From an optimization exercise on the open Yosys and OpenROAD flow, aimed at small area, a short achievable clock period and few clock cycles per item; shortcuts taken in it are not production practice.
At most, simulation tests tie the RTL to the original design; equivalence was not proved.
For run 2, only the layout was checked, not whether the RTL still works.
Power figures rest on the tool's default switching activity, not on a simulated workload.

===== config.mk =====
export PLATFORM = sky130hd
export DESIGN_NAME = image_moments_by_projections
export DESIGN_NICKNAME = image_moments_by_projections
export VERILOG_FILES = /design/flow/design.v
export SDC_FILE = /design/flow/constraint.sdc
export NUM_CORES = 4
export LEC_CHECK = 0
export CAP_MARGIN = 20
export CORE_MARGIN = 2
export CORE_UTILIZATION = 70
export CTS_BUF_LIST = sky130_fd_sc_hd__clkbuf_8 sky130_fd_sc_hd__clkbuf_16
export CTS_CLUSTER_DIAMETER = 40
export CTS_CLUSTER_SIZE = 12
export PLACE_DENSITY = 0.8
export SETUP_SLACK_MARGIN = 5
export SLEW_MARGIN = 20

===== constraint.sdc =====
create_clock -name core_clock -period 10.0 [get_ports {clk_i}]
set_input_delay 2.0000 -clock core_clock [delete_from_list [all_inputs] [get_ports {clk_i}]]
set_output_delay 2.0000 -clock core_clock [all_outputs]
set_load 0.01 [all_outputs]

===== design.v =====
`default_nettype none
package imbp_pkg;
  localparam int unsigned CFG_BITS     = 11;
  localparam int unsigned CFG_IDX_BITS = 2;
  localparam logic [CFG_IDX_BITS-1:0] REG_IMAGE_WIDTH  = 2'd0;
  localparam logic [CFG_IDX_BITS-1:0] REG_IMAGE_HEIGHT = 2'd1;
  localparam logic [CFG_BITS-1:0]     CFG_DIM_RESET    = 11'd1024;
  localparam int unsigned DEF_MAX_WIDTH  = 1024;
  localparam int unsigned DEF_MAX_HEIGHT = 1024;
  localparam int unsigned DEF_PIXEL_BITS = 8;
  localparam int unsigned PIX_PORT_BITS  = 8;
  localparam int unsigned ACC_BITS = 56;
  localparam int unsigned NUM_MOM  = 10;
  localparam int unsigned NUM_TERM = 5;
  localparam int unsigned W_M00 = 28;
  localparam int unsigned W_M1  = 37;
  localparam int unsigned W_M2  = 47;
  localparam int unsigned W_M11 = 46;
  localparam int unsigned W_M3  = 56;
  localparam int unsigned STEP_BITS = 4;
  localparam logic [STEP_BITS-1:0] STEP_PX   = 4'd0;
  localparam logic [STEP_BITS-1:0] STEP_PY   = 4'd1;
  localparam logic [STEP_BITS-1:0] STEP_PX2  = 4'd2;
  localparam logic [STEP_BITS-1:0] STEP_PXY  = 4'd3;
  localparam logic [STEP_BITS-1:0] STEP_PY2  = 4'd4;
  localparam logic [STEP_BITS-1:0] STEP_PX3  = 4'd5;
  localparam logic [STEP_BITS-1:0] STEP_PX2Y = 4'd6;
  localparam logic [STEP_BITS-1:0] STEP_PXY2 = 4'd7;
  localparam logic [STEP_BITS-1:0] STEP_PY3  = 4'd8;
  typedef logic [NUM_MOM-1:0][ACC_BITS-1:0] acc_arr_t;
  typedef struct packed {
    logic                 load;
    logic                 mul_en;
    logic [STEP_BITS-1:0] mul_sel;
    logic                 clear;
  } cmd_t;
  typedef struct packed {
    logic frame_end;
  } status_t;
endpackage
`default_nettype wire
`default_nettype none
module imbp_dca #(
  parameter int unsigned W = 56,
  parameter int unsigned K = 8
) (
  input  logic         clk_i,
  input  logic         clr,
  input  logic [W-1:0] op,
  output logic [W-1:0] s_q,
  output logic         cp       
);
  localparam int unsigned N = (W + K - 1) / K;
  logic [W-1:0] x, sum;
  logic [W:0]   c;
  logic [N-1:0] cq;
  assign x = s_q;
  for (genvar i = 0; i < W; i++) begin : g_bit
    if (i % K == 0) begin : g_cin
      if (i == 0) begin : g_lsb
        assign c[i] = 1'b0;
      end else begin : g_chunk
        assign c[i] = cq[i/K - 1];
      end
    end
    assign sum[i] = x[i] ^ op[i] ^ c[i];
    if ((i + 1) % K != 0 && i != W - 1) begin : g_ripple
      assign c[i+1] = (x[i] & op[i]) | (c[i] & (x[i] ^ op[i]));
    end else if (i != W - 1) begin : g_cout
      always_ff @(posedge clk_i) cq[i/K] <= ((x[i] & op[i]) | (c[i] & (x[i] ^ op[i]))) & ~clr;
    end
  end
  always_ff @(posedge clk_i) s_q <= sum & {W{~clr}};
  if (N > 1) begin : g_cp
    assign cp = |cq[N-2:0];
  end else begin : g_nocp
    assign cp = 1'b0;
  end
endmodule
`default_nettype wire
`default_nettype none
module imbp_dca3 #(
  parameter int unsigned W = 56,
  parameter int unsigned K = 8
) (
  input  logic         clk_i,
  input  logic         clr,
  input  logic [W-1:0] a,
  input  logic [W-1:0] b,
  output logic [W-1:0] s_q,
  output logic         cp       
);
  localparam int unsigned N = (W + K - 1) / K;
  logic [W-1:0] x, ss, cc, sum;
  logic [W:0]   c;
  logic [N-1:0] cq;
  assign x  = s_q;
  assign ss = x ^ a ^ b;
  assign cc = {(x[W-2:0] & a[W-2:0]) | (x[W-2:0] & b[W-2:0]) | (a[W-2:0] & b[W-2:0]), 1'b0};
  for (genvar i = 0; i < W; i++) begin : g_bit
    if (i % K == 0) begin : g_cin
      if (i == 0) begin : g_lsb
        assign c[i] = 1'b0;
      end else begin : g_chunk
        assign c[i] = cq[i/K - 1];
      end
    end
    assign sum[i] = ss[i] ^ cc[i] ^ c[i];
    if ((i + 1) % K != 0 && i != W - 1) begin : g_ripple
      assign c[i+1] = (ss[i] & cc[i]) | (c[i] & (ss[i] ^ cc[i]));
    end else if (i != W - 1) begin : g_cout
      always_ff @(posedge clk_i) cq[i/K] <= ((ss[i] & cc[i]) | (c[i] & (ss[i] ^ cc[i]))) & ~clr;
    end
  end
  always_ff @(posedge clk_i) s_q <= sum & {W{~clr}};
  if (N > 1) begin : g_cp
    assign cp = |cq[N-2:0];
  end else begin : g_nocp
    assign cp = 1'b0;
  end
endmodule
`default_nettype wire
`default_nettype none
module imbp_ppcsa #(
  parameter int unsigned XW = 30
) (
  input  logic [7:0]      p,
  input  logic [XW-1:0]   x,
  output logic [XW+7:0]   s,
  output logic [XW+7:0]   c
);
  localparam int unsigned PW = XW + 8;
  logic [PW-1:0] r [8];
  function automatic logic [PW-1:0] csa_s(input logic [PW-1:0] a, input logic [PW-1:0] b, input logic [PW-1:0] d);
    csa_s = a ^ b ^ d;
  endfunction
  function automatic logic [PW-1:0] csa_c(input logic [PW-1:0] a, input logic [PW-1:0] b, input logic [PW-1:0] d);
    csa_c = ((a & b) | (a & d) | (b & d)) << 1;
  endfunction
  for (genvar i = 0; i < 8; i++) begin : g_row
    assign r[i] = p[i] ? (PW'(x) << i) : '0;
  end
  logic [PW-1:0] a1, b1, a2, b2, a3, b3, a4, b4, a5, b5;
  assign a1 = csa_s(r[0], r[1], r[2]);
  assign b1 = csa_c(r[0], r[1], r[2]);
  assign a2 = csa_s(r[3], r[4], r[5]);
  assign b2 = csa_c(r[3], r[4], r[5]);
  assign a3 = csa_s(a1, b1, a2);
  assign b3 = csa_c(a1, b1, a2);
  assign a4 = csa_s(b2, r[6], r[7]);
  assign b4 = csa_c(b2, r[6], r[7]);
  assign a5 = csa_s(a3, b3, a4);
  assign b5 = csa_c(a3, b3, a4);
  assign s  = csa_s(a5, b5, b4);
  assign c  = csa_c(a5, b5, b4);
endmodule
`default_nettype wire
`default_nettype none
import imbp_pkg::*;
module image_moments_by_projections #(
  parameter int unsigned MAX_WIDTH  = DEF_MAX_WIDTH,
  parameter int unsigned MAX_HEIGHT = DEF_MAX_HEIGHT,
  parameter int unsigned PIXEL_BITS = DEF_PIXEL_BITS
) (
  input  logic                     clk_i,
  input  logic                     rst_ni,
  input  logic                     start,
  output logic                     busy,
  input  logic [PIX_PORT_BITS-1:0] pixel_i,
  input  logic                     cfg_we_i,
  input  logic [CFG_IDX_BITS-1:0]  cfg_idx_i,
  input  logic [CFG_BITS-1:0]      cfg_wdata_i,
  output logic                     valid_o,
  output logic [W_M00-1:0]         m00_o,
  output logic [W_M1-1:0]          m10_o,
  output logic [W_M1-1:0]          m01_o,
  output logic [W_M2-1:0]          m20_o,
  output logic [W_M11-1:0]         m11_o,
  output logic [W_M2-1:0]          m02_o,
  output logic [W_M3-1:0]          m30_o,
  output logic [W_M3-1:0]          m21_o,
  output logic [W_M3-1:0]          m12_o,
  output logic [W_M3-1:0]          m03_o
);
  localparam int unsigned CK0   = 6;
  localparam int unsigned CK3   = 5;
  localparam int unsigned CKE   = 4;
  function automatic logic [9:0] eff_m1(input logic [10:0] v);
    if (v == 11'd0)            eff_m1 = 10'd0;
    else if (v >= 11'd1024)    eff_m1 = 10'd1023;
    else                       eff_m1 = 10'(v - 11'd1);
  endfunction
  logic [9:0] wm1_q, hm1_q;
  logic       cfg_hit;
  assign cfg_hit = cfg_we_i && (cfg_idx_i == REG_IMAGE_WIDTH || cfg_idx_i == REG_IMAGE_HEIGHT);
  always_ff @(posedge clk_i or negedge rst_ni) begin
    if (!rst_ni) begin
      wm1_q <= 10'd1023;
      hm1_q <= 10'd1023;
    end else if (cfg_we_i) begin
      if (cfg_idx_i == REG_IMAGE_WIDTH)  wm1_q <= eff_m1(cfg_wdata_i);
      if (cfg_idx_i == REG_IMAGE_HEIGHT) hm1_q <= eff_m1(cfg_wdata_i);
    end
  end
  logic [9:0] nx_q, ny_q;
  logic       accept;
  logic       rl_now, rf_now, fl_now, y0_now, ff_now;
  logic       rl_after, ff_after;
  assign accept = start && !busy;
  assign rl_now = (nx_q == wm1_q);
  assign rf_now = (nx_q == 10'd0);
  assign y0_now = (ny_q == 10'd0);
  assign ff_now = rf_now && y0_now;
  assign fl_now = rl_now && (ny_q == hm1_q);
  assign rl_after = rl_now ? (wm1_q == 10'd0) : ((nx_q + 10'd1) == wm1_q);
  assign ff_after = fl_now;
  always_ff @(posedge clk_i or negedge rst_ni) begin
    if (!rst_ni) begin
      nx_q <= '0;
      ny_q <= '0;
    end else if (cfg_hit) begin
      nx_q <= '0;
      ny_q <= '0;
    end else if (accept) begin
      if (rl_now) begin
        nx_q <= '0;
        ny_q <= (ny_q == hm1_q) ? 10'd0 : ny_q + 10'd1;
      end else begin
        nx_q <= nx_q + 10'd1;
      end
    end
  end
  logic       s0_v;
  logic [7:0] s0_p, s1_p;
  logic       s0_rf, s0_rl, s0_fl, s0_y0;
  logic       s1_rf, s1_rl, s1_fl, s1_y0;
  logic       s2_rf, s2_rl, s2_fl, s2_y0;
  always_ff @(posedge clk_i or negedge rst_ni) begin
    if (!rst_ni) begin
      s0_v  <= 1'b0;
      s0_rf <= 1'b0;
      s0_rl <= 1'b0;
      s0_fl <= 1'b0;
      s1_rf <= 1'b0;
      s1_rl <= 1'b0;
      s1_fl <= 1'b0;
      s2_rf <= 1'b0;
      s2_rl <= 1'b0;
      s2_fl <= 1'b0;
    end else begin
      s0_v  <= accept;
      s0_rf <= accept && rf_now;
      s0_rl <= accept && rl_now;
      s0_fl <= accept && fl_now;
      s1_rf <= s0_rf;
      s1_rl <= s0_rl;
      s1_fl <= s0_fl;
      s2_rf <= s1_rf;
      s2_rl <= s1_rl;
      s2_fl <= s1_fl;
    end
  end
  always_ff @(posedge clk_i or negedge rst_ni) begin
    if (!rst_ni) begin
      s0_p <= 8'd0;
      s1_p <= 8'd0;
    end else begin
      s0_p <= accept ? pixel_i : 8'd0;
      s1_p <= s0_p;
    end
  end
  always_ff @(posedge clk_i) begin
    s0_y0 <= y0_now;
    s1_y0 <= s0_y0;
    s2_y0 <= s1_y0;
  end
  logic [9:0]  x1_q;
  logic [19:0] x2_q;
  logic [29:0] x3_q;
  logic [21:0] xd_q;
  logic [12:0] xe_q;
  always_ff @(posedge clk_i) begin
    if (s0_v) begin
      if (s0_rf) begin
        x1_q <= '0;
        x2_q <= '0;
        x3_q <= '0;
        xd_q <= 22'd1;
        xe_q <= 13'd6;
      end else begin
        x1_q <= x1_q + 10'd1;
        x2_q <= x2_q + {9'd0, x1_q, 1'b1};
        x3_q <= x3_q + 30'(xd_q);
        xd_q <= xd_q + 22'(xe_q);
        xe_q <= xe_q + 13'd6;
      end
    end
  end
  logic [7:0]  p0_q;
  logic [17:0] p1s, p1c, p1s_q, p1c_q;
  logic [27:0] p2s, p2c, p2s_q, p2c_q;
  logic [37:0] p3s, p3c, p3s_q, p3c_q;
  imbp_ppcsa #(.XW(10)) u_m1 (.p(s1_p), .x(x1_q), .s(p1s), .c(p1c));
  imbp_ppcsa #(.XW(20)) u_m2 (.p(s1_p), .x(x2_q), .s(p2s), .c(p2c));
  imbp_ppcsa #(.XW(30)) u_m3 (.p(s1_p), .x(x3_q), .s(p3s), .c(p3c));
  always_ff @(posedge clk_i) begin
    p0_q  <= s1_p;
    p1s_q <= p1s;
    p1c_q <= p1c;
    p2s_q <= p2s;
    p2c_q <= p2c;
    p3s_q <= p3s;
    p3c_q <= p3c;
  end
  logic [17:0] r0_q, r0_n;
  logic [27:0] r1_q, r1_n;
  logic [36:0] r2_q, r2_n;
  logic [W_M00-1:0] b00_q;
  logic [W_M1-1:0]  b10_q;
  logic [W_M2-1:0]  b20_q;
  logic [W_M3-1:0]  b30_q;
  logic bclr_q;
  logic cp_b00, cp_b10, cp_b20, cp_b30, cp_b01, cp_b02, cp_b03, cp_b11, cp_b12, cp_b21;
  logic cpend, fw_q, vfire;
  assign cpend = cp_b00 | cp_b10 | cp_b20 | cp_b30 | cp_b01 | cp_b02 | cp_b03 |
                 cp_b11 | cp_b12 | cp_b21;
  assign r0_n = r0_q + 18'(p0_q);
  assign r1_n = r1_q + 28'(p1s_q) + 28'(p1c_q);
  assign r2_n = r2_q + 37'(p2s_q) + 37'(p2c_q);
  always_ff @(posedge clk_i) begin
    r0_q <= s1_rf ? 18'd0 : r0_n;
    r1_q <= s1_rf ? 28'd0 : r1_n;
    r2_q <= s1_rf ? 37'd0 : r2_n;
  end
  imbp_dca  #(.W(W_M00), .K(CK0)) u_b00 (.clk_i, .clr(bclr_q), .op(W_M00'(p0_q)), .s_q(b00_q), .cp(cp_b00));
  imbp_dca3 #(.W(W_M1),  .K(CK3)) u_b10 (.clk_i, .clr(bclr_q), .a(W_M1'(p1s_q)), .b(W_M1'(p1c_q)), .s_q(b10_q), .cp(cp_b10));
  imbp_dca3 #(.W(W_M2),  .K(CK3)) u_b20 (.clk_i, .clr(bclr_q), .a(W_M2'(p2s_q)), .b(W_M2'(p2c_q)), .s_q(b20_q), .cp(cp_b20));
  imbp_dca3 #(.W(W_M3),  .K(CK3)) u_b30 (.clk_i, .clr(bclr_q), .a(W_M3'(p3s_q)), .b(W_M3'(p3c_q)), .s_q(b30_q), .cp(cp_b30));
  logic        load;
  logic [5:0]  rem_q, rem_d;        
  logic        e1_q, e2_q, e3_q;    
  logic        qfl_q;
  logic        b1_n, b2_n, b3_n;
  logic [46:0] q0_q;
  logic [46:0] q1_q;
  logic [45:0] q2_q;
  logic [9:0]  y_q, y_n;
  logic [9:0]  ys_q;                
  logic [9:0]  a2_q, a3_q, a2_n, a3_n;
  logic [10:0] t2, t3;
  logic [5:0]  steps_n;
  logic        act, last_step;
  assign load      = s2_rl;
  assign act       = (rem_q != 6'd0);
  assign last_step = (rem_q == 6'd1);
  assign vfire     = fw_q && !cpend;
  assign y_n       = s2_y0 ? 10'd0 : y_q + 10'd1;
  function automatic logic [5:0] nsteps(input logic [9:0] y);
    nsteps = 6'd1;
    for (int i = 0; i < 10; i++) if (y[i]) nsteps = 6'(3 * (i + 1));
  endfunction
  assign steps_n = nsteps(y_n);
  always_comb begin
    if (load)     rem_d = steps_n;
    else if (act) rem_d = rem_q - 6'd1;
    else          rem_d = rem_q;
  end
  always_comb begin
    if (load) begin
      b1_n = y_n[0];
      b2_n = y_n[0];
      b3_n = y_n[0];
      t2   = '0;
      t3   = '0;
      a2_n = y_n[0] ? {1'b0, y_n[9:1]} : 10'd0;
      a3_n = y_n[0] ? {1'b0, y_n[9:1]} : 10'd0;
    end else begin
      b1_n = ys_q[0];
      t2   = {1'b0, a2_q} + (b1_n ? {1'b0, y_q} : 11'd0);
      b2_n = t2[0];
      t3   = {1'b0, a3_q} + (b2_n ? {1'b0, y_q} : 11'd0);
      b3_n = t3[0];
      a2_n = t2[10:1];
      a3_n = t3[10:1];
    end
  end
  always_ff @(posedge clk_i or negedge rst_ni) begin
    if (!rst_ni) begin
      rem_q   <= '0;
      valid_o <= 1'b0;
      bclr_q  <= 1'b1;
      fw_q    <= 1'b0;
      e1_q    <= 1'b0;
      e2_q    <= 1'b0;
      e3_q    <= 1'b0;
    end else begin
      rem_q   <= rem_d;
      fw_q    <= (fw_q && !vfire) || (last_step && qfl_q);
      valid_o <= vfire;
      bclr_q  <= vfire;
      e1_q    <= (load || rem_q > 6'd1) && b1_n;
      e2_q    <= (load || rem_q > 6'd1) && b2_n;
      e3_q    <= (load || rem_q > 6'd1) && b3_n;
    end
  end
  always_ff @(posedge clk_i) begin
    a2_q <= a2_n;
    a3_q <= a3_n;
    if (load) begin
      y_q   <= y_n;
      ys_q  <= {1'b0, y_n[9:1]};
      q0_q  <= 47'(r0_n);
      q1_q  <= 47'(r1_n);
      q2_q  <= 46'(r2_n);
      qfl_q <= s2_fl;
    end else begin
      q0_q  <= {q0_q[45:0], 1'b0};
      q1_q  <= {q1_q[45:0], 1'b0};
      q2_q  <= {q2_q[44:0], 1'b0};
      ys_q  <= {1'b0, ys_q[9:1]};
    end
  end
  logic [W_M1-1:0]  b01_q;
  logic [W_M2-1:0]  b02_q;
  logic [W_M3-1:0]  b03_q;
  logic [W_M11-1:0] b11_q;
  logic [W_M3-1:0]  b12_q;
  logic [W_M3-1:0]  b21_q;
  imbp_dca #(.W(W_M1),  .K(CKE)) u_b01 (.clk_i, .clr(bclr_q), .op(e1_q ? W_M1'(q0_q)  : '0), .s_q(b01_q), .cp(cp_b01));
  imbp_dca #(.W(W_M2),  .K(CKE)) u_b02 (.clk_i, .clr(bclr_q), .op(e2_q ? W_M2'(q0_q)  : '0), .s_q(b02_q), .cp(cp_b02));
  imbp_dca #(.W(W_M3),  .K(CKE)) u_b03 (.clk_i, .clr(bclr_q), .op(e3_q ? W_M3'(q0_q)  : '0), .s_q(b03_q), .cp(cp_b03));
  imbp_dca #(.W(W_M11), .K(CKE)) u_b11 (.clk_i, .clr(bclr_q), .op(e1_q ? W_M11'(q1_q) : '0), .s_q(b11_q), .cp(cp_b11));
  imbp_dca #(.W(W_M3),  .K(CKE)) u_b12 (.clk_i, .clr(bclr_q), .op(e2_q ? W_M3'(q1_q)  : '0), .s_q(b12_q), .cp(cp_b12));
  imbp_dca #(.W(W_M3),  .K(CKE)) u_b21 (.clk_i, .clr(bclr_q), .op(e1_q ? W_M3'(q2_q)  : '0), .s_q(b21_q), .cp(cp_b21));
  logic inf_base, gt4, gt0, busy_acc, busy_noacc, busy_d;
  assign inf_base   = s0_rl || s1_rl;
  assign gt4        = load ? (!s2_y0 && y_q != 10'd0) : (rem_q > 6'd5);
  assign gt0        = load || rem_q > 6'd1 || (fw_q && !vfire) || (last_step && qfl_q);
  assign busy_acc   = (rl_after && (rl_now || inf_base || gt4)) ||
                      (ff_after && (rl_now || inf_base || gt0));
  assign busy_noacc = (rl_now && (inf_base || gt4)) ||
                      (ff_now && (inf_base || gt0));
  assign busy_d     = cfg_hit || (accept ? busy_acc : busy_noacc);
  always_ff @(posedge clk_i or negedge rst_ni) begin
    if (!rst_ni) busy <= 1'b1;
    else         busy <= busy_d;
  end
  assign m00_o = b00_q;
  assign m10_o = b10_q;
  assign m01_o = b01_q;
  assign m20_o = b20_q;
  assign m11_o = b11_q;
  assign m02_o = b02_q;
  assign m30_o = b30_q;
  assign m21_o = b21_q;
  assign m12_o = b12_q;
  assign m03_o = b03_q;
endmodule
`default_nettype wire

===== flow/run.sh =====
#!/bin/bash
# Standard layout (the standard.sh, all steps), with plain buffers
# (buf_1) on the ports instead of the delay buffers buffer_ports picks by
# default. The full make output is kept in standard.log.
set -euo pipefail
export BUFFER_PORTS_ARGS="-buffer_cell sky130_fd_sc_hd__buf_1"
bash standard.sh finish > standard.log 2>&1

===== standard.sh =====
#!/bin/bash
# synth_recipe.tcl (not shown) runs the flow's synth.tcl, then flattens the netlist and writes it again
# the make line also repeats each setting of config.mk as NAME=value (left out here)
make -C /OpenROAD-flow-scripts/flow DESIGN_CONFIG=/design/flow/config.mk WORK_HOME=/design/flow/orfs CLKGATE_MAP_FILE= SYNTH_SCRIPT=/design/flow/synth_recipe.tcl "${@:-finish}"

==> flow_summary_export.csv, run 1 <==
group,metric,value,unit
die,ios,493,
grt,antenna_found_initial,6,
worst_setup_path,r2r_start,"u_b30.cq[2]$_DFF_P_",
routing,drc,0,
die,rows,112,
layout,instances_no_fill,8234,
layout,regArea,24700,sq um
sta,tns,0,ns
grt,grt_pass1_vias,46400,
place,port_buffers,492,
place,placed_area,68300,sq um
worst_hold_path,min-delay-start,"s0_p[7]$_DFF_PN0_",
routing,via_per_inst,5.39,
sta,min_period,3.71,ns
sta,period_share,37.1,%
synthesis,syn-mean-instance-area,10.2,sq um
die,coreArea,93000,sq um
sta,tightestPinTransition,1.19,ns
clock_network,clk_latency,0.76,ns
routing,wire_per_inst,18.7,um
synthesis,yosysTopAreaCell,"dfxtp_1",
place,gp_congestion,0.893,
place,place_inst,7950,
clock_network,cts.repair.resized,0,
run,cap_violations,0,
worst_setup_path,crit_path_start_kind,"register",
layout,layout_common_cells,"1097 x inv_1, 980 x dfxtp_1, 787 x fa_1, 531 x and2_1, 524 x nor2_1",
layout,area_growth,12.3,%
clock_network,cts_buffers,158,
power_and_ir_drop,vdd_ir_drop_max,0.243,mV
synthesis,ys_seq_area_share,37.7,%
sta,slew_violations,0,
layout,n_fill_cell,5849,
worst_setup_path,endpoint_kind,"register",
sta,slew_headroom,19.7,%
clock_network,clk_pin_slew,0.06,ns
clock_network,clk_path_buf_depth,3,
synthesis,ys_warn_count,15,
layout,nets,7976,
worst_hold_path,min_path_type,"reg2reg",
synthesis,ys_ff_latch,1162,
power_and_ir_drop,fin_total_pwr,23.6,mW
sta,rsz0062_at_grt,"no",
routing,drt_wl_total,154000,um
worst_setup_path,crit_start,"u_b30.cq[2]$_DFF_P_",
layout,drive_gt1_share,6.05,%
sta,finalClockSkew,0.0259,ns
routing,dr_total_vias,44400,
clock_network,cts-root-buf,"clkbuf_16",
die,dieArea,96100,sq um
layout,multi_input_area,35800,sq um
layout,final_common_cell,"inv_1",
synthesis,synth_top_area_share,29.9,%
sta,hold_viol_final,0,
synthesis,synth_flop_cell,"dfxtp_1",
grt,grt_max_degree,236,
clock_network,cts_tree,"built",
sta,final-setup-viol-count,0,
routing,drtAntennaViolNets,0,
die,start_util,70.4,%
die,die_w,310,um
clock_network,cts_setup_buffers,0,
layout,post-route-util,79.1,%
worst_setup_path,crit_required,10.66,ns
synthesis,yosys-top-cells-area,"dfxtp_1 30%, fa_1 24%, inv_1 6.2%",
power_and_ir_drop,p_leak,33.4,nW
layout,stdcell_area,73600,sq um
die,die_h,310,um
outcome,outcome,"complete, no violations",
power_and_ir_drop,p_per_area,321,nW/um^2
routing,dr.pass1.iters,6,
clock_network,h-tree-depth,4,
worst_setup_path,path_max_fanout,2,
synthesis,synth.net_count,7537,
grt,grt.total_usage,33.1,%
synthesis,syn_inst,6418,
grt,grt_pass1_wl,247000,um
worst_setup_path,critPathKind,"reg2reg",
clock_network,hold_buffers,0,
synthesis,async_reset_ff_share,6.71,%
synthesis,yosysUniqueCellTypes,91,
place,post-dp-hpwl,112000,um
grt,grt_overflow,0,
synthesis,synth_enable_flop_cells,104,
sta,fmax,270,MHz
worst_setup_path,crit_arrival,4.36,ns
clock_network,clock_sinks,1162,
routing,drt_iter0_markers,2828,
synthesis,syn_area,65500,sq um
==> worst paths after layout <==
check | slack (ns) | cells past startpoint | endpoint
max | 6.29 | 8 | busy$_DFF_PN1_
min | 0.35 | 0 | s1_p[7]$_DFF_PN0_
max reg2reg | 6.29 | 8 | busy$_DFF_PN1_
min reg2reg | 0.35 | 0 | s1_p[7]$_DFF_PN0_
max in group asynchronous | 8.03 | 2 | s0_v$_DFF_PN0_
min in group asynchronous | 1.39 | 2 | valid_o$_DFF_PN0_
==> final cells by class <==
cell class	instances	share of cell area [%]
clock buffer	184	5.96
inverter	1081	5.51
timing repair buffer	517	2.81
sequential	1162	33.6
multi-input combinational	3937	48.7
antenna	1	0.00340
tap	1254	2.13
clock inverter	98	1.29
==> cells by family after synthesis <==
logic type      Yosys count  synth area share, %
simple gates           2159                 16.9
buf+inv                1319                 7.60
flops                  1162                 37.7
fa+ha+maj              1094                 29.9
compound gates          425                 4.17
xor+xnor                187                 2.50
mux                      72                 1.25
==> routing by layer <==
metal | GRT usage, % | vias to the layer above | share of wire [%]
li1 | - | 20600 | -
met1 | 40.7 | 22100 | 39
met2 | 54.4 | 1302 | 48
met3 | 8.29 | 403 | 7.5
met4 | 16.9 | 2 | 5.3
met5 | 0 | - | 0.0084
==> critical path, stage by stage, from the launching register on <==
cell      delay [ns]
dfxtp_1         0.47
nor4_1          0.97
nand4_1         0.32
nor4_1          0.40
nand4_1         0.51
a32o_1          0.44
o21a_1          0.21
o21ai_0         0.17
o211ai_1        0.12
==> registers in the layout, summed over array words and instances (netlist names), 47 cells and up <==
signal     cells
q0_q          47
u_b12.s_q     56
u_b03.s_q     56
u_b21.s_q     56
u_b20.s_q     47
u_b02.s_q     47
u_b30.s_q     56
q1_q          47
==> synth_stat cells, drive strengths merged, types with 10 or more instances <==
cell and n:
fa 787, xor2 90, edfxtp 104, nand4 34, mux2 66, and2 533
nor3b 10, buf 21, nand2 433, a21oi 116, o31ai 16, o21ai 122
o211ai 10, a211oi 14, a31oi 13, or3 17, ha 307, nor2b 375
nand3 50, o21bai 10, dfstp 22, nor2 524, inv 1081, xnor2 97
o22ai 12, nor3 55, a21boi 15, or2 10, clkbuf 216, nand2b 17
a21o 32, o21a 20, dfxtp 980, dfrtp 56, and3 39, nor4 39
==> metrics by stage <==
| step | setup WS [ns] | hold slack, ns |
|---|---|---|
| 2_1_floorplan | 6.66 | 0.310 |
| 3_3_place_gp | 6.36 | 0.315 |
| 3_5_place_dp | 6.24 | 0.333 |
| 4_1_cts | 6.19 | 0.350 |
| 5_1_grt | 6.15 | 0.365 |
| 6_report | 6.29 | 0.349 |
==> power by group <==
group          switching (mW)  internal, mW
sequential               1.36          6.43
clock                    2.17          3.45
combinational            6.00          4.19
total                    9.54          14.1
Testbench counts, summed over its fixed seeds: cycles 39,979, pixels 39,465.
==> run 2, diff against run 1 <==
--- a/design.v
+++ b/design.v
@@ -346,6 +346,8 @@
   logic [45:0] q2_q;
   logic [9:0]  y_q, y_n;
   logic [9:0]  ys_q;                
+  logic [3:0]  c_q;                 
+  logic        e1b_q, b1b_n;        
   logic [9:0]  a2_q, a3_q, a2_n, a3_n;
   logic [10:0] t2, t3;
   logic [5:0]  steps_n;
@@ -365,6 +367,7 @@
     else if (act) rem_d = rem_q - 6'd1;
     else          rem_d = rem_q;
   end
+  assign b1b_n = load ? y_n[0] : (c_q < 4'd9 ? y_q[c_q + 4'd1] : 1'b0);
   always_comb begin
     if (load) begin
       b1_n = y_n[0];
@@ -391,6 +394,7 @@
       bclr_q  <= 1'b1;
       fw_q    <= 1'b0;
       e1_q    <= 1'b0;
+      e1b_q   <= 1'b0;
       e2_q    <= 1'b0;
       e3_q    <= 1'b0;
     end else begin
@@ -399,6 +403,7 @@
       valid_o <= vfire;
       bclr_q  <= vfire;
       e1_q    <= (load || rem_q > 6'd1) && b1_n;
+      e1b_q   <= (load || rem_q > 6'd1) && b1b_n;
       e2_q    <= (load || rem_q > 6'd1) && b2_n;
       e3_q    <= (load || rem_q > 6'd1) && b3_n;
     end
@@ -409,6 +414,7 @@
     if (load) begin
       y_q   <= y_n;
       ys_q  <= {1'b0, y_n[9:1]};
+      c_q   <= 4'd0;
       q0_q  <= 47'(r0_n);
       q1_q  <= 47'(r1_n);
       q2_q  <= 46'(r2_n);
@@ -418,6 +424,7 @@
       q1_q  <= {q1_q[45:0], 1'b0};
       q2_q  <= {q2_q[44:0], 1'b0};
       ys_q  <= {1'b0, ys_q[9:1]};
+      c_q   <= (c_q == 4'd15) ? c_q : c_q + 4'd1;
     end
   end
   logic [W_M1-1:0]  b01_q;
@@ -431,7 +438,7 @@
   imbp_dca #(.W(W_M3),  .K(CKE)) u_b03 (.clk_i, .clr(bclr_q), .op(e3_q ? W_M3'(q0_q)  : '0), .s_q(b03_q), .cp(cp_b03));
   imbp_dca #(.W(W_M11), .K(CKE)) u_b11 (.clk_i, .clr(bclr_q), .op(e1_q ? W_M11'(q1_q) : '0), .s_q(b11_q), .cp(cp_b11));
   imbp_dca #(.W(W_M3),  .K(CKE)) u_b12 (.clk_i, .clr(bclr_q), .op(e2_q ? W_M3'(q1_q)  : '0), .s_q(b12_q), .cp(cp_b12));
-  imbp_dca #(.W(W_M3),  .K(CKE)) u_b21 (.clk_i, .clr(bclr_q), .op(e1_q ? W_M3'(q2_q)  : '0), .s_q(b21_q), .cp(cp_b21));
+  imbp_dca #(.W(W_M3),  .K(CKE)) u_b21 (.clk_i, .clr(bclr_q), .op(e1b_q ? W_M3'(q2_q) : '0), .s_q(b21_q), .cp(cp_b21));
   logic inf_base, gt4, gt0, busy_acc, busy_noacc, busy_d;
   assign inf_base   = s0_rl || s1_rl;
   assign gt4        = load ? (!s2_y0 && y_q != 10'd0) : (rem_q > 6'd5);
--- a/config.mk
+++ b/config.mk
@@ -8,9 +8,9 @@
 export CAP_MARGIN = 20
 export CORE_MARGIN = 2
 export CORE_UTILIZATION = 70
-export CTS_BUF_LIST = sky130_fd_sc_hd__clkbuf_8 sky130_fd_sc_hd__clkbuf_16
-export CTS_CLUSTER_DIAMETER = 40
-export CTS_CLUSTER_SIZE = 12
+export CTS_BUF_LIST = sky130_fd_sc_hd__clkbuf_8
+export CTS_CLUSTER_DIAMETER = 50
+export CTS_CLUSTER_SIZE = 16
 export PLACE_DENSITY = 0.8
 export SETUP_SLACK_MARGIN = 5
 export SLEW_MARGIN = 20
==> flow_summary_export.csv, run 2 <==
group,metric,value,unit
grt,grt_pass1_vias,47500,
die,dieArea,97000,sq um
clock_network,h-tree-depth,4,
worst_setup_path,crit_buf_inv,0,
grt,antenna_found_initial,5,
clock_network,cts_setup_buffers,0,
worst_setup_path,max_stage_delay,0.88,ns
synthesis,ys_warn_count,15,
synthesis,synth_enable_flop_cells,104,
clock_network,cts-root-buf,"clkbuf_8",
worst_setup_path,critPathSlowestCell,"nor4_1",
synthesis,yosysUniqueCellTypes,84,
synthesis,synth_most_common_cell,"inv_1",
sta,period_share,36.7,%
grt,grt_max_degree,225,
routing,drt_wl_total,156000,um
synthesis,syn-mean-instance-area,10.1,sq um
sta,hold_viol_final,0,
sta,final-setup-viol-count,0,
synthesis,ys_ff_latch,1167,
worst_setup_path,crit_start,"u_b20.cq[3]$_DFF_P_",
sta,finalClockSkew,0.0385,ns
outcome,outcome,"complete, no violations",
die,die_w,311,um
synthesis,yosys-top-cells-area,"dfxtp_1 30%, fa_1 24%, inv_1 6.3%",
clock_network,cts_tree,"built",
layout,layout_common_cells,"1123 x inv_1, 984 x dfxtp_1, 787 x fa_1, 509 x nor2_1, 494 x and2_1",
clock_network,cts_buffers,131,
power_and_ir_drop,p_per_area,295,nW/um^2
routing,via_per_inst,5.45,
worst_setup_path,endpoint_kind,"register",
sta,tns,0,ns
layout,drive_gt1_share,5.05,%
routing,dr.pass1.iters,8,
worst_setup_path,rr_worst_depth,8,
power_and_ir_drop,p_leak,32.4,nW
synthesis,synth_flop_cell,"dfxtp_1",
grt,grt_pass1_wl,255000,um
die,rows,112,
layout,final_common_cell,"inv_1",
worst_hold_path,min_path_type,"reg2reg",
layout,nets,8072,
place,port_buffers,492,
grt,grt_overflow,0,
clock_network,clk_pin_slew,0.08,ns
routing,drtAntennaViolNets,0,
worst_setup_path,crit_end,"busy$_DFF_PN1_",
sta,min_period,3.67,ns
synthesis,syn_inst,6547,
sta,slew_headroom,28.8,%
grt,grt.total_usage,33.3,%
clock_network,clk_latency,0.85,ns
place,gp_congestion,0.919,
routing,drc,0,
sta,slew_violations,0,
synthesis,async_reset_ff_share,6.77,%
worst_setup_path,crit_path_start_kind,"register",
sta,rsz0062_at_grt,"no",
worst_setup_path,path_cells,"nor4_1 > nand4_1 > nor4_1 > nand4_1 > a221oi_1 > nor3b_1 > a21oi_1 > o211ai_1",
clock_network,clk_path_buf_depth,3,
die,start_util,70.8,%
die,ios,493,
synthesis,ys_seq_area_share,37.5,%
synthesis,synthTopCellsByCount,"1108 x inv_1, 984 x dfxtp_1, 787 x fa_1",
layout,post-route-util,77.0,%
worst_setup_path,cp.depth,8,
power_and_ir_drop,vdd_ir_drop_max,0.237,mV
die,coreArea,93500,sq um
clock_network,cts.repair.resized,0,
worst_setup_path,timing.rr.end,"busy$_DFF_PN1_",
sta,whs,0.334,ns
routing,dr_total_vias,45300,
clock_network,hold_buffers,0,
synthesis,synth.net_count,7668,
worst_setup_path,crit_arrival,4.43,ns
routing,wire_per_inst,18.8,um
worst_setup_path,rrSetupSlack,6.33,ns
worst_setup_path,crit_required,10.76,ns
sta,tightestPinTransition,1.07,ns
synthesis,syn_area,66100,sq um
sta,fmax,273,MHz
clock_network,clock_sinks,1167,
run,cap_violations,0,
worst_setup_path,r2r_start,"u_b20.cq[3]$_DFF_P_",
synthesis,synth_top_area_share,29.8,%
place,post-dp-hpwl,117000,um
synthesis,yosysTopAreaCell,"dfxtp_1",
routing,drt_iter0_markers,3334,
die,die_h,311,um
worst_setup_path,critPathKind,"reg2reg",
worst_setup_path,cp_top_family,"simple AND/OR/NAND/NOR gates",
worst_setup_path,path_max_fanout,3,
layout,area_growth,8.77,%
[run 2: cell types whose count changed in the layout (fill, tap and decap cells not counted), sizes merged, moves of 10 or more]
| cell | previous run | this run |
|---|---|---|
| a21oi | 116 | 134 |
| o21ai | 122 | 156 |
| and2 | 533 | 494 |
| nor3 | 55 | 79 |
| inv | 1126 | 1145 |
| clkbuf | 185 | 154 |
| xor2 | 90 | 80 |
| nor2 | 524 | 509 |
| clkinv | 33 | 21 |
| nand3 | 50 | 83 |
| a21o | 32 | 43 |
| nor2b | 375 | 406 |
[run 2: cell families after synthesis]
kind of cell / share of synthesized area (%)
compound gates: 4.71
xor+xnor: 2.24
fa+ha+maj: 29.7
buf+inv: 7.72
flops: 37.5
mux: 1.21
simple gates: 16.9
[run 2: area by class of cell]
| cell class | instances | area [sq um] |
|---|---|---|
| Clock inverter | 81 | 942 |
| Sequential cell | 1167 | 24900 |
| Antenna cell | 5 | 12.5 |
| Multi-Input combinational cell | 4021 | 36200 |
| Fill cell | 6440 | 21500 |
| Timing Repair Buffer | 520 | 2080 |
| Tap cell | 1254 | 1570 |
| Inverter | 1110 | 4170 |
| Clock buffer | 153 | 2110 |
[run 2: where the power goes]
| group | leakage (nW) | internal (mW) | switching (mW) |
|---|---|---|---|
| Sequential | 10.1 | 6.34 | 1.43 |
| Clock | 1.58 | 1.85 | 1.88 |
| Combinational | 20.8 | 4.02 | 5.72 |
| Total | 32.4 | 12.2 | 9.03 |
[run 2: stage by stage]
step | setup WS [ns] | cells | cell area, sq um | power [mW]
6_report | 6.33 | 8311 | 71900 | 21.2
5_1_grt | 6.23 | 8310 | 71900 | 23.1
4_1_cts | 6.25 | 8306 | 71900 | 21.4
3_5_place_dp | 6.28 | 8072 | 68900 | 17.5
3_3_place_gp | 6.06 | 8072 | 68900 | 16.9
2_1_floorplan | 6.69 | 6547 | 66100 | 14.3
[run 2: how the worst min path moves through the flow]
stage / startpoint / end / slack, ns / cells after the start
global route: s0_y0$_DFF_P_ / s1_y0$_DFF_P_ / 0.35 / 0
global placement: s1_y0$_DFF_P_ / s2_y0$_DFF_P_ / 0.31 / 0
finish: s0_y0$_DFF_P_ / s1_y0$_DFF_P_ / 0.33 / 0
detailed placement: s0_y0$_DFF_P_ / s1_y0$_DFF_P_ / 0.32 / 0
floorplan: s0_y0$_DFF_P_ / s1_y0$_DFF_P_ / 0.31 / 0
CTS: s0_y0$_DFF_P_ / s1_y0$_DFF_P_ / 0.34 / 0
[run 2: per-layer routing]
layer / global-route usage, % / part of all wire, % / vias up
met4: 13.3 / 4.2 / 0
met2: 55.9 / 49 / 1451
met5: 0 / 0 / -
met1: 43.3 / 40 / 22600
met3: 5.88 / 6.5 / 331
li1: - / - / 20900

what the ideal ports hide:
No port has a modelled driver above. Below, the same layouts with a new extraction and two added sets of constraints. Step 1, drivers: a clkbuf_16 drives clk_i and a buf_2 each remaining input, both assumed. Step 2 adds t to the input delays and takes it off the output delays; t is the mean of the earliest and latest rising clock arrival at the registers after step 1. Input paths then give back, and output paths get back, about the clock's delay inside the block. a / b / c = no drivers / after step 1 / after step 2; a / b = the first two.
run | t (ns) | setup WS [ns] | clock arrival spread, ns
run 1 | 0.821 | 6.294 / 6.288 / 6.183 | 0.032 / 0.032
run 2 | 0.895 | 6.331 / 6.272 / 6.331 | 0.042 / 0.043
After both steps setup and hold are still met in every run listed. The setup slack of run 1, which loses most, moves by -0.006 ns with the drivers and by -0.111 ns with both steps.
